Context: an optimization exercise on an open-source flow, tuned for small area and a short achievable clock period. The choices shown serve that exercise and are no tape-out recipe.

==> flow/design.v <==
`timescale 1ns/1ns
module sobel_conv_top (
  input  logic        clk_main_a0,
  input  logic        rst_main_n_sync,
  input  logic        awvalid,
  input  logic [31:0] awaddr,
  output logic        awready,
  input  logic        wvalid,
  input  logic [31:0] wdata,
  output logic        wready,
  output logic        bvalid,
  output logic [1:0]  bresp,
  input  logic        bready,
  input  logic        arvalid,
  input  logic [31:0] araddr,
  output logic        arready,
  output logic        rvalid,
  output logic [31:0] rdata,
  output logic [1:0]  rresp,
  input  logic        rready,
  input  logic [15:0] vdip,
  output logic [15:0] vled
);
  logic rst_n;
  assign rst_n = rst_main_n_sync;
  logic       w_wait;
  logic [3:0] w_code;     
  logic       aw_hs, w_hs;
  assign awready = ~(w_wait | bvalid);
  assign wready  = w_wait & wvalid;
  assign bresp   = 2'b00;
  assign aw_hs   = awvalid & awready;
  assign w_hs    = wready;
  function automatic logic [3:0] wr_code(input logic [31:0] a);
    logic low_ok;
    low_ok = (a[31:7] == 25'd0) && (a[1:0] == 2'b00);
    if (low_ok && !a[6] && (a[5:2] == 4'd0 || a[5:2] == 4'd4 || a[5:2] == 4'd5 ||
        a[5:2] == 4'd6 || a[5:2] == 4'd7 || a[5:2] == 4'd9 || a[5:2] == 4'd10 ||
        a[5:2] == 4'd11 || a[5:2] == 4'd12))
      wr_code = a[5:2];
    else if (low_ok && a[6:2] == 5'b10000)
      wr_code = 4'd1;
    else
      wr_code = 4'd2;
  endfunction
  always_ff @(posedge clk_main_a0) begin
    if (!rst_n) begin
      w_wait <= 1'b0;
      bvalid <= 1'b0;
    end else begin
      if (w_wait) w_wait <= ~wvalid;
      else        w_wait <= aw_hs;
      if (bvalid) bvalid <= ~bready;
      else        bvalid <= w_hs;
    end
  end
  always_ff @(posedge clk_main_a0) begin
    if (aw_hs) w_code <= wr_code(awaddr);
  end
  logic [11:0] p0, p2, n6, n8;
  logic [10:0] n1, n3, p5, p7;
  logic        mode_nz, mode_z;    
  logic [15:0] scratch;
  logic [15:0] wd;
  logic [11:0] wdn;
  assign wd  = wdata[15:0] & {16{rst_n}};
  assign wdn = ~wd[11:0];
  logic we_p0, we_p1, we_p2, we_p3, we_p5, we_p6, we_p7, we_p8, we_mode, we_scr;
  assign we_scr  = ~rst_n | (w_hs && w_code == 4'd0);
  assign we_mode = ~rst_n | (w_hs && w_code == 4'd1);
  assign we_p0   = ~rst_n | (w_hs && w_code == 4'd4);
  assign we_p1   = ~rst_n | (w_hs && w_code == 4'd5);
  assign we_p2   = ~rst_n | (w_hs && w_code == 4'd6);
  assign we_p3   = ~rst_n | (w_hs && w_code == 4'd7);
  assign we_p5   = ~rst_n | (w_hs && w_code == 4'd9);
  assign we_p6   = ~rst_n | (w_hs && w_code == 4'd10);
  assign we_p7   = ~rst_n | (w_hs && w_code == 4'd11);
  assign we_p8   = ~rst_n | (w_hs && w_code == 4'd12);
  always_ff @(posedge clk_main_a0) begin
    if (we_scr)  scratch <= wd;
    if (we_mode) mode_nz <= rst_n & (|wdata);
    if (we_mode) mode_z  <= ~(rst_n & (|wdata));
    if (we_p0)   p0 <= wd[11:0];
    if (we_p1)   n1 <= wdn[10:0];
    if (we_p2)   p2 <= wd[11:0];
    if (we_p3)   n3 <= wdn[10:0];
    if (we_p5)   p5 <= wd[10:0];
    if (we_p6)   n6 <= wdn[11:0];
    if (we_p7)   p7 <= wd[10:0];
    if (we_p8)   n8 <= wdn[11:0];
  end
  logic [11:0] m, x, ny;
  logic [10:0] u, nv;
  assign m  = {12{mode_z}};
  assign x  = p2 ^ m;
  assign ny = n6 ^ m;
  assign u  = ~(mode_nz ? n1 : n3);
  assign nv = ~(mode_nz ? p7 : p5);
  logic [11:0] a0, a1, a2, a3, a4, a5;
  logic [11:0] s1, c1, s2, c2, s3, c3, s4, c4;
  logic [11:0] c1s, c2s, c3s, c4s;
  assign a0 = p0;
  assign a1 = n8;
  assign a2 = x;
  assign a3 = ny;
  assign a4 = {u, 1'b0};
  assign a5 = {nv, 1'b0};
  assign c1s = {c1[10:0], 1'b1};
  assign c2s = {c2[10:0], 1'b1};
  assign c3s = {c3[10:0], 1'b1};
  assign c4s = {c4[10:0], 1'b1};
  sobel_fa u_fa1_0 (.a(a0[0]), .b(a1[0]), .c(a2[0]), .s(s1[0]), .co(c1[0]));
  assign s2[0] = a3[0];
  assign c2[0] = 1'b0;
  assign s3[0] = ~(s1[0] ^ s2[0]);
  assign c3[0] = s1[0] | s2[0];
  assign s4[0] = s3[0];
  assign c4[0] = 1'b1;
  for (genvar i = 1; i < 11; i++) begin : g_csa
    sobel_fa u_fa1 (.a(a0[i]), .b(a1[i]),  .c(a2[i]),  .s(s1[i]), .co(c1[i]));
    sobel_fa u_fa2 (.a(a3[i]), .b(a4[i]),  .c(a5[i]),  .s(s2[i]), .co(c2[i]));
    sobel_fa u_fa3 (.a(s1[i]), .b(s2[i]),  .c(c1s[i]), .s(s3[i]), .co(c3[i]));
    if (i == 1) begin : g_ha
      assign s4[i] = s3[i] ^ c3s[i];
      assign c4[i] = s3[i] & c3s[i];
    end else begin : g_fa
      sobel_fa u_fa4 (.a(s3[i]), .b(c2s[i]), .c(c3s[i]), .s(s4[i]), .co(c4[i]));
    end
  end
  assign s1[11] = a0[11] ^ a1[11] ^ a2[11];
  assign s2[11] = a3[11] ^ a4[11] ^ a5[11];
  assign s3[11] = s1[11] ^ s2[11] ^ c1s[11];
  assign s4[11] = s3[11] ^ c2s[11] ^ c3s[11];
  assign c1[11] = 1'b0;
  assign c2[11] = 1'b0;
  assign c3[11] = 1'b0;
  assign c4[11] = 1'b0;
  logic [11:0] res_p;
  logic [10:0] res_g;
  logic t11a, t11b;
  assign t11a = (a0[11] ^ a1[11]) ^ (a2[11] ^ a3[11]) ^ (a4[11] ^ a5[11]);
  assign t11b = t11a ^ c1[10] ^ c2[10];
  assign res_p = {(t11b ^ c3[10]) ^ c4[10], s4[10:0] ^ c4s[10:0]};
  assign res_g = s4[10:0] & c4s[10:0];
  logic        rd_pend, rd_res;
  logic        ar_hs;
  logic        r_dead;      
  logic [15:0] r_p;
  logic [10:0] r_g;
  assign arready = ~(rd_pend | rvalid);
  assign ar_hs   = arvalid & arready;
  assign rresp   = 2'b00;
  logic ar_is0, ar_is4;
  assign ar_is0 = (araddr == 32'h0);
  assign ar_is4 = (araddr == 32'h4);
  always_ff @(posedge clk_main_a0) begin
    if (!rst_n) begin
      rd_pend <= 1'b0;
      rvalid  <= 1'b0;
    end else begin
      rd_pend <= ar_hs;
      if (rvalid) rvalid <= ~rready;
      else        rvalid <= rd_pend;
    end
  end
  always_ff @(posedge clk_main_a0) begin
    rd_res <= ar_hs & ar_is0;
    if (ar_hs) begin
      r_dead <= ~(ar_is0 | ar_is4);
      r_p    <= ar_is4 ? scratch : 16'hBEEF;
      r_g    <= '0;
    end else if (rd_res) begin
      r_p    <= {4'b0, res_p};
      r_g    <= res_g;
    end
  end
  logic [11:0] gg [0:4];
  logic [11:0] pp [0:4];
  logic [11:0] cy;
  always_comb begin
    for (int i = 0; i < 12; i++) begin
      gg[0][i] = (i == 11) ? 1'b0 : r_g[i];
      pp[0][i] = (i == 11) ? r_p[i] : (r_p[i] | r_g[i]);
    end
    for (int l = 0; l < 4; l++) begin
      for (int i = 0; i < 12; i++) begin
        if ((i >> l) & 1) begin
          gg[l+1][i] = gg[l][i] | (pp[l][i] & gg[l][((i >> l) << l) - 1]);
          pp[l+1][i] = pp[l][i] & pp[l][((i >> l) << l) - 1];
        end else begin
          gg[l+1][i] = gg[l][i];
          pp[l+1][i] = pp[l][i];
        end
      end
    end
    cy[0] = 1'b0;
    for (int i = 1; i < 12; i++) cy[i] = gg[4][i-1];
  end
  logic [11:0] sum_lo;
  assign sum_lo = r_p[11:0] ^ cy;
  assign rdata = {r_dead ? 16'hDEAD : 16'h0000, r_p[15:12], sum_lo};
  logic [15:0] dip_meta, led_pre_n;    
  always_ff @(posedge clk_main_a0) begin
    dip_meta <= vdip;
    led_pre_n <= ~(scratch & dip_meta & {16{rst_n}});
    vled      <= ~led_pre_n & {16{rst_n}};
  end
endmodule
module sobel_fa (
  input  logic a,
  input  logic b,
  input  logic c,
  output logic s,
  output logic co
);
  assign s  = a ^ b ^ c;
  assign co = (a & b) | (a & c) | (b & c);
endmodule
clock: 7.0 ns
lec_check: 0
cap_margin: 20
core_margin: 2
core_utilization: 55
setup_slack_margin: 3.5
slew_margin: 20
synth_hierarchical: 1
standard.sh (not shown) runs the stock make flow with config.mk's settings and CLKGATE_MAP_FILE= SYNTH_SCRIPT=/design/flow/synth_recipe.tcl, a recipe that flattens the netlist after the stock synthesis.
==> flow/flow/run.sh <==
#!/bin/bash
# The standard layout (standard.sh, unchanged synthesis and steps) with two
# placement/CTS options changed:
#  - port buffers are sky130_fd_sc_hd__buf_1 instead of the default pick
#  - clock tree built from clkbuf_4/clkbuf_8 without dummy loads
set -o pipefail
export BUFFER_PORTS_ARGS="-buffer_cell sky130_fd_sc_hd__buf_1"
export CTS_ARGS="-sink_clustering_enable -repair_clock_nets -dont_use_dummy_load -buf_list {sky130_fd_sc_hd__clkbuf_4 sky130_fd_sc_hd__clkbuf_8}"
bash standard.sh > standard.log 2>&1
status=$?
cp -r orfs/logs orfs_logs 2>/dev/null
exit $status
Next try:
CORE_UTILIZATION = 40   (was 55)
After rerunning: The new run finished with timing, DRC and antenna clean; count of clock-buffer cells in the layout is unchanged; setup slack loses 22 ps; synthesized cell count does not change; global-route usage goes down by 5.0 points; cell area rises by 1.1%; non-clock buffer count is unchanged.
No functional check of the RTL was part of any run of this note.

-- static timing again, ports no longer ideal --
How much do the figures lean on ideal ports? The routed layouts below were timed once more, with nothing changed but the port constraints.
Step 1 (the two cells are an assumption about what drives the block):
set clk [get_ports {clk_main_a0}]
set_driving_cell -lib_cell sky130_fd_sc_hd__clkbuf_16 $clk
set_driving_cell -lib_cell sky130_fd_sc_hd__buf_2 [delete_from_list [all_inputs] $clk]
Step 2 also shifts input and output timing later by t, the mid clock arrival at the registers, as if the neighbouring blocks saw the same clock.
Three values: no drivers, after step 1, after step 2; two values: the first two.
run | shift t [ns] | slack for setup (ns) | hold WS [ns] | worst setup path at the end | clock arrival spread, ns
the first run | 0.481 | 3.562 / 3.526 / 3.695 | 0.370 / 0.370 / 0.370 | register to register | 0.035 / 0.035
the second run | 0.487 | 3.541 / 3.503 / 3.600 | 0.378 / 0.378 / 0.378 | input to register | 0.037 / 0.037
After both steps setup and hold are still met in every run listed.
